What follows belongs to an exercise in optimizing a design on an open flow for small area, a short achievable clock period and few clock cycles per item; a production flow would make more cautious choices.

==> flow/design.v <==
`default_nettype none
package axi_wr_pkg;
    localparam int ADDR_W   = 32;
    localparam int DATA_W   = 32;
    localparam int STRB_W   = DATA_W / 8;
    localparam int ID_W     = 4;
    localparam int LEN_W    = 8;
    localparam int SIZE_W   = 3;
    localparam int MAX_SIZE = 2;
    localparam int PAGE_BIT = 12;
    localparam int AW_DEPTH = 4;
    localparam int W_DEPTH  = 16;
    localparam int B_DEPTH  = 4;
    localparam int AW_W  = ID_W + ADDR_W + LEN_W + SIZE_W + 2;
    localparam int W_W   = DATA_W + STRB_W + 1;
    localparam int B_W   = ID_W + 2;
    localparam int MEM_W = ID_W + ADDR_W + DATA_W + STRB_W + 1;
    typedef enum logic [1:0] {
        FIXED = 2'b00,
        INCR  = 2'b01,
        WRAP  = 2'b10,
        RSVD  = 2'b11
    } burst_e;
    typedef enum logic [1:0] {
        OKAY   = 2'b00,
        SLVERR = 2'b10
    } resp_e;
    typedef struct packed {
        logic [ID_W-1:0]   id;
        logic [ADDR_W-1:0] addr;
        logic [LEN_W-1:0]  len;
        logic [SIZE_W-1:0] size;
        burst_e            burst;
    } aw_cmd_t;
    typedef struct packed {
        logic [DATA_W-1:0] data;
        logic [STRB_W-1:0] strb;
        logic              last;
    } w_beat_t;
    typedef struct packed {
        logic [ID_W-1:0] id;
        resp_e           resp;
    } b_resp_t;
    typedef struct packed {
        logic [ID_W-1:0]   id;
        logic [ADDR_W-1:0] addr;
        logic [DATA_W-1:0] data;
        logic [STRB_W-1:0] strb;
        logic              last;
    } mem_wr_t;
endpackage
`default_nettype wire
`timescale 1ns/1ps
`default_nettype none
module sync_fifo #(
    parameter int WIDTH = 8,
    parameter int DEPTH = 4
) (
    input  wire logic             clk,
    input  wire logic             rst_n,
    input  wire logic             push,
    input  wire logic [WIDTH-1:0] din,
    output logic                  full,
    input  wire logic             pop,
    output logic      [WIDTH-1:0] dout,
    output logic                  empty
);
    logic [WIDTH-1:0]           mem [DEPTH];
    logic [$clog2(DEPTH)-1:0]   wr_ptr;
    logic [$clog2(DEPTH)-1:0]   rd_ptr;
    logic [$clog2(DEPTH+1)-1:0] count;
    logic                       do_push;
    logic                       do_pop;
    assign do_push = push && !full;
    assign do_pop  = pop && !empty;
    assign full  = (count == DEPTH);
    assign empty = (count == '0);
    assign dout  = mem[rd_ptr];
    always_ff @(posedge clk) begin
        if (do_push) begin
            mem[wr_ptr] <= din;
        end
    end
    always_ff @(posedge clk or negedge rst_n) begin
        if (!rst_n) begin
            wr_ptr <= '0;
            rd_ptr <= '0;
            count  <= '0;
        end else begin
            if (do_push) begin
                wr_ptr <= (wr_ptr == DEPTH - 1) ? '0 : wr_ptr + 1'b1;
            end
            if (do_pop) begin
                rd_ptr <= (rd_ptr == DEPTH - 1) ? '0 : rd_ptr + 1'b1;
            end
            case ({do_push, do_pop})
                2'b10:   count <= count + 1'b1;
                2'b01:   count <= count - 1'b1;
                default: count <= count;
            endcase
        end
    end
endmodule
`default_nettype wire
`timescale 1ns/1ps
`default_nettype none
module aw_decode (
    input  wire logic [axi_wr_pkg::SIZE_W-1:0]    size,
    input  wire logic [1:0]                       burst,
    input  wire logic [axi_wr_pkg::PAGE_BIT-1:0]  cur_addr,
    input  wire logic                             advance,
    output logic      [axi_wr_pkg::PAGE_BIT-1:0]  nxt_addr,
    output logic                                  carry
);
    localparam int PB = axi_wr_pkg::PAGE_BIT;
    logic [PB-1:0] low;      
    logic [PB-1:0] ones;     
    logic [PB:0]   run;      
    logic          step;     
    logic          go;       
    always_comb begin
        low     = '0;
        low[0]  = size[2] || size[1] || size[0];
        low[1]  = size[2] || size[1];
        low[2]  = size[2] || (size[1] && size[0]);
        low[3]  = size[2];
        low[4]  = size[2] && (size[1] || size[0]);
        low[5]  = size[2] && size[1];
        low[6]  = size[2] && size[1] && size[0];
        ones = cur_addr | low;
        run[0] = 1'b1;
        for (int i = 0; i < PB; i++) begin
            run[i+1] = run[i] && ones[i];
        end
        step = (burst != axi_wr_pkg::FIXED);
        carry = step && run[PB];
        go    = advance && !carry;
        for (int i = 0; i < PB; i++) begin
            nxt_addr[i] = !low[i] && (cur_addr[i] ^ (step && go && run[i]));
        end
    end
endmodule
`default_nettype wire
`timescale 1ns/1ps
`default_nettype none
module burst_engine (
    input  wire logic                      clk,
    input  wire logic                      rst_n,
    input  wire axi_wr_pkg::aw_cmd_t       cmd,
    input  wire logic                      cmd_valid,
    output logic                           cmd_ready,
    input  wire axi_wr_pkg::w_beat_t       beat,
    input  wire logic                      beat_valid,
    output logic                           beat_ready,
    output axi_wr_pkg::mem_wr_t            mem,
    output logic                           mem_we,
    input  wire logic                      mem_ready,
    output logic                           resp_valid,
    input  wire logic                      resp_ready
);
    localparam int PB = axi_wr_pkg::PAGE_BIT;
    logic                           burst_q;     
    logic                           resp_q;      
    logic                           first;       
    logic                           last;        
    logic [axi_wr_pkg::LEN_W-1:0]   rem_q;
    logic                           use_reg_q;
    logic [PB-1:0]                  addr_q;
    logic                           burst_d;
    logic                           resp_d;
    logic                           use_reg_d;
    logic [PB-1:0]                  cur_addr;
    logic [PB-1:0]                  nxt_addr;
    logic                           carry;
    logic                           issue;
    logic                           wr;
    logic [axi_wr_pkg::LEN_W-1:0]   rem_dec;
    logic [axi_wr_pkg::LEN_W:0]     borrow;
    assign first    = !(burst_q || resp_q);
    assign last     = burst_q && (rem_q == 8'd1);
    assign cur_addr = use_reg_q ? addr_q : cmd.addr[PB-1:0];
    aw_decode u_aw_decode (
        .size     (cmd.size),
        .burst    (cmd.burst),
        .cur_addr (cur_addr),
        .advance  (wr),
        .nxt_addr (nxt_addr),
        .carry    (carry)
    );
    assign issue      = beat_valid && (burst_q || (cmd_valid && !resp_q));
    assign mem_we     = rst_n && issue;
    assign wr         = issue && mem_ready;
    assign beat_ready = wr;
    assign resp_valid = resp_q || (last && beat_valid && mem_ready);
    assign cmd_ready  = resp_valid && resp_ready;
    always_comb begin
        mem.id   = cmd.id;
        mem.addr = {cmd.addr[axi_wr_pkg::ADDR_W-1:PB], cur_addr};
        mem.data = beat.data;
        mem.strb = beat.strb;
        mem.last = beat.last;
    end
    always_comb begin
        burst_d = burst_q;
        resp_d  = resp_q;
        if (cmd_ready) begin
            burst_d = 1'b0;
            resp_d  = 1'b0;
        end else if (wr && (first || last)) begin
            burst_d = first && (cmd.len != 8'd0);
            resp_d  = !(first && (cmd.len != 8'd0));
        end
        use_reg_d = (burst_d || resp_d) && (first ? !carry : use_reg_q);
    end
    always_ff @(posedge clk or negedge rst_n) begin
        if (!rst_n) begin
            burst_q   <= 1'b0;
            resp_q    <= 1'b0;
            use_reg_q <= 1'b0;
        end else begin
            burst_q   <= burst_d;
            resp_q    <= resp_d;
            use_reg_q <= use_reg_d;
        end
    end
    always_comb begin
        borrow[0] = wr;
        for (int i = 0; i < axi_wr_pkg::LEN_W; i++) begin
            rem_dec[i]  = rem_q[i] ^ borrow[i];
            borrow[i+1] = borrow[i] && !rem_q[i];
        end
    end
    always_ff @(posedge clk) begin
        rem_q  <= first ? cmd.len : rem_dec;
        addr_q <= nxt_addr;
    end
endmodule
`default_nettype wire
`timescale 1ns/1ps
`default_nettype none
module wresp_gen (
    input  wire axi_wr_pkg::aw_cmd_t         cmd,
    output axi_wr_pkg::b_resp_t              b
);
    logic size_err;
    assign size_err = cmd.size[2] || (cmd.size[1] && cmd.size[0]);
    assign b.id     = cmd.id;
    assign b.resp   = size_err ? axi_wr_pkg::SLVERR : axi_wr_pkg::OKAY;
endmodule
`default_nettype wire
`timescale 1ns/1ps
`default_nettype none
module axi_wr_slave (
    input  wire logic                  clk,
    input  wire logic                  rst_n,
    input  wire axi_wr_pkg::aw_cmd_t   aw,
    input  wire logic                  aw_valid,
    output logic                       aw_ready,
    input  wire axi_wr_pkg::w_beat_t   w,
    input  wire logic                  w_valid,
    output logic                       w_ready,
    output axi_wr_pkg::b_resp_t        b,
    output logic                       b_valid,
    input  wire logic                  b_ready,
    output axi_wr_pkg::mem_wr_t        mem,
    output logic                       mem_we,
    input  wire logic                  mem_ready
);
    burst_engine u_burst_engine (
        .clk        (clk),
        .rst_n      (rst_n),
        .cmd        (aw),
        .cmd_valid  (aw_valid),
        .cmd_ready  (aw_ready),
        .beat       (w),
        .beat_valid (w_valid),
        .beat_ready (w_ready),
        .mem        (mem),
        .mem_we     (mem_we),
        .mem_ready  (mem_ready),
        .resp_valid (b_valid),
        .resp_ready (b_ready)
    );
    wresp_gen u_wresp_gen (
        .cmd (aw),
        .b   (b)
    );
endmodule
`default_nettype wire
==> flow/config.mk <==
export PLATFORM = sky130hd
export DESIGN_NAME = axi_wr_slave
export DESIGN_NICKNAME = axi_wr_slave
export VERILOG_FILES = /design/flow/design.v
export SDC_FILE = /design/flow/constraint.sdc
export NUM_CORES = 4
export LEC_CHECK = 0
export ABC_AREA = 1
export CAP_MARGIN = 20
export CORE_MARGIN = 2
export CORE_UTILIZATION = 50
export CTS_BUF_LIST = sky130_fd_sc_hd__clkbuf_8
export SETUP_SLACK_MARGIN = 2.6
export SLEW_MARGIN = 20
==> flow/constraint.sdc <==
create_clock -name core_clock -period 5.5 [get_ports {clk}]
set_input_delay 1.1000 -clock core_clock [delete_from_list [all_inputs] [get_ports {clk}]]
set_output_delay 1.1000 -clock core_clock [all_outputs]
set_load 0.01 [all_outputs]
standard.sh (not shown) runs the stock make flow with config.mk's settings and CLKGATE_MAP_FILE= SYNTH_SCRIPT=/design/flow/synth_recipe.tcl, a recipe that flattens the netlist after the stock synthesis.
==> flow/flow/run.sh <==
#!/bin/bash
# Layout flow: the standard flow, with three changes in how the layout
# is made:
#  - after the standard synthesis, the combinational logic is mapped again
#    by ABC with its area-only mapper (the registers are kept as they are, same cells and
#    names), and the rest of the flow starts from that netlist;
#  - the port buffers are inserted as buf_1 cells instead of the default
#    delay buffers;
#  - timing repair only resizes cells and swaps pins.
# Each tool's output goes to a log file of its own in this folder.
set -euo pipefail

export BUFFER_PORTS_ARGS="-buffer_cell sky130_fd_sc_hd__buf_1"
export SETUP_MOVE_SEQUENCE="sizeup,swap"

RES=orfs/results/${FLOW_PLATFORM}/axi_wr_slave/base
LOGS=orfs/logs/${FLOW_PLATFORM}/axi_wr_slave/base
LIB=${FLOW_HOME}/platforms/${FLOW_PLATFORM}/lib/sky130_fd_sc_hd__tt_025C_1v80.lib
YOSYS=${FLOW_HOME}/../tools/install/yosys/bin/yosys
[[ -x $YOSYS ]] || YOSYS=yosys

# 1. Standard synthesis
bash standard.sh synth > synth.log 2>&1

# 2. Map the combinational logic again, for area
cp $RES/1_2_yosys.v $RES/1_2_yosys_std.v
DONT_USE=$(grep -m1 -o "^abc -script .*" $LOGS/1_2_yosys.log | grep -o -- "-dont_use [^ ]*" | tr '\n' ' ')
cat > reabc.ys <<EOS
read_liberty -ignore_miss_func $LIB
blackbox sky130_fd_sc_hd__*df* sky130_fd_sc_hd__*dl* sky130_fd_sc_hd__conb_1
read_verilog $RES/1_2_yosys_std.v
hierarchy -top ${FLOW_TOP}
flatten
opt -purge
abc -liberty $LIB $DONT_USE -script +strash;ifraig;dc2;rewrite,-z;refactor,-z;dch,-f;amap
read_liberty -lib -overwrite $LIB
opt_clean -purge
setundef -zero
splitnets
opt_clean -purge
hilomap -singleton -hicell sky130_fd_sc_hd__conb_1 HI -locell sky130_fd_sc_hd__conb_1 LO
insbuf -buf sky130_fd_sc_hd__buf_4 A X
check -assert
stat -liberty $LIB
write_verilog -noattr -nohex -nodec $RES/1_2_yosys.v
EOS
$YOSYS -s reabc.ys > reabc.log 2>&1

# 3. Rebuild the synthesis database from the new netlist, then the rest
rm -f $RES/1_synth.odb
bash standard.sh synth > synth_odb.log 2>&1
bash standard.sh > standard.log 2>&1
Next try:
--- a/flow/design.v
+++ b/flow/design.v
@@ -162,13 +162,14 @@
     logic                           burst_q;     
     logic                           resp_q;      
     logic                           first;       
-    logic                           last;        
+    logic                           last_q;      
     logic [axi_wr_pkg::LEN_W-1:0]   rem_q;
     logic                           use_reg_q;
     logic [PB-1:0]                  addr_q;
     logic                           burst_d;
     logic                           resp_d;
     logic                           use_reg_d;
+    logic [axi_wr_pkg::LEN_W-1:0]   rem_d;
     logic [PB-1:0]                  cur_addr;
     logic [PB-1:0]                  nxt_addr;
     logic                           carry;
@@ -177,7 +178,6 @@
     logic [axi_wr_pkg::LEN_W-1:0]   rem_dec;
     logic [axi_wr_pkg::LEN_W:0]     borrow;
     assign first    = !(burst_q || resp_q);
-    assign last     = burst_q && (rem_q == 8'd1);
     assign cur_addr = use_reg_q ? addr_q : cmd.addr[PB-1:0];
     aw_decode u_aw_decode (
         .size     (cmd.size),
@@ -191,7 +191,7 @@
     assign mem_we     = rst_n && issue;
     assign wr         = issue && mem_ready;
     assign beat_ready = wr;
-    assign resp_valid = resp_q || (last && beat_valid && mem_ready);
+    assign resp_valid = resp_q || (last_q && beat_valid && mem_ready);
     assign cmd_ready  = resp_valid && resp_ready;
     always_comb begin
         mem.id   = cmd.id;
@@ -206,7 +206,7 @@
         if (cmd_ready) begin
             burst_d = 1'b0;
             resp_d  = 1'b0;
-        end else if (wr && (first || last)) begin
+        end else if (wr && (first || last_q)) begin
             burst_d = first && (cmd.len != 8'd0);
             resp_d  = !(first && (cmd.len != 8'd0));
         end
@@ -217,10 +217,12 @@
             burst_q   <= 1'b0;
             resp_q    <= 1'b0;
             use_reg_q <= 1'b0;
+            last_q    <= 1'b0;
         end else begin
             burst_q   <= burst_d;
             resp_q    <= resp_d;
             use_reg_q <= use_reg_d;
+            last_q    <= burst_d && (rem_d == 8'd1);
         end
     end
     always_comb begin
@@ -230,8 +232,9 @@
             borrow[i+1] = borrow[i] && !rem_q[i];
         end
     end
+    assign rem_d = first ? cmd.len : rem_dec;
     always_ff @(posedge clk) begin
-        rem_q  <= first ? cmd.len : rem_dec;
+        rem_q  <= rem_d;
         addr_q <= nxt_addr;
     end
 endmodule
Result: Core utilization is higher by 6.4 points. Fmax came out higher by 4.6%. Synthesized area increases by 2.9%. Hold slack gains 22 ps. Clock skew barely changes.
No functional check of the RTL was part of any run of this note.

static timing again, ports no longer ideal:
The results above use ideal ports. As a check the final layouts listed here were re-extracted and re-timed, cells and wires unchanged.
Step 1 sets driving cells, clkbuf_16 on the clock port and buf_2 on the other inputs (assumed; they add their load-dependent delay and slew).
Step 2, shift: input delay + t, output delay - t, t = (earliest + latest rising clock arrival at the registers) / 2. This alone moves slack from input paths to output paths.
Slacks: ideal / step 1 / step 2; pairs: ideal / step 1.
| run | t, ns | setup WS [ns] | worst setup path after step 2 | clock arrival spread, ns | slew at the worst register clock pin (ns) |
|---|---|---|---|---|---|
| the first run | 0.287 | 2.300 / 2.259 / 2.259 | input to output | 0.004 / 0.004 | 0.08 / 0.08 |
| the second run | 0.283 | 2.440 / 2.412 / 2.129 | input to register | 0.003 / 0.003 | 0.08 / 0.08 |
After both steps every run listed still meets setup and hold. The setup slack of the second run, which loses most, moves by -0.028 ns with the drivers and by -0.311 ns with both steps.
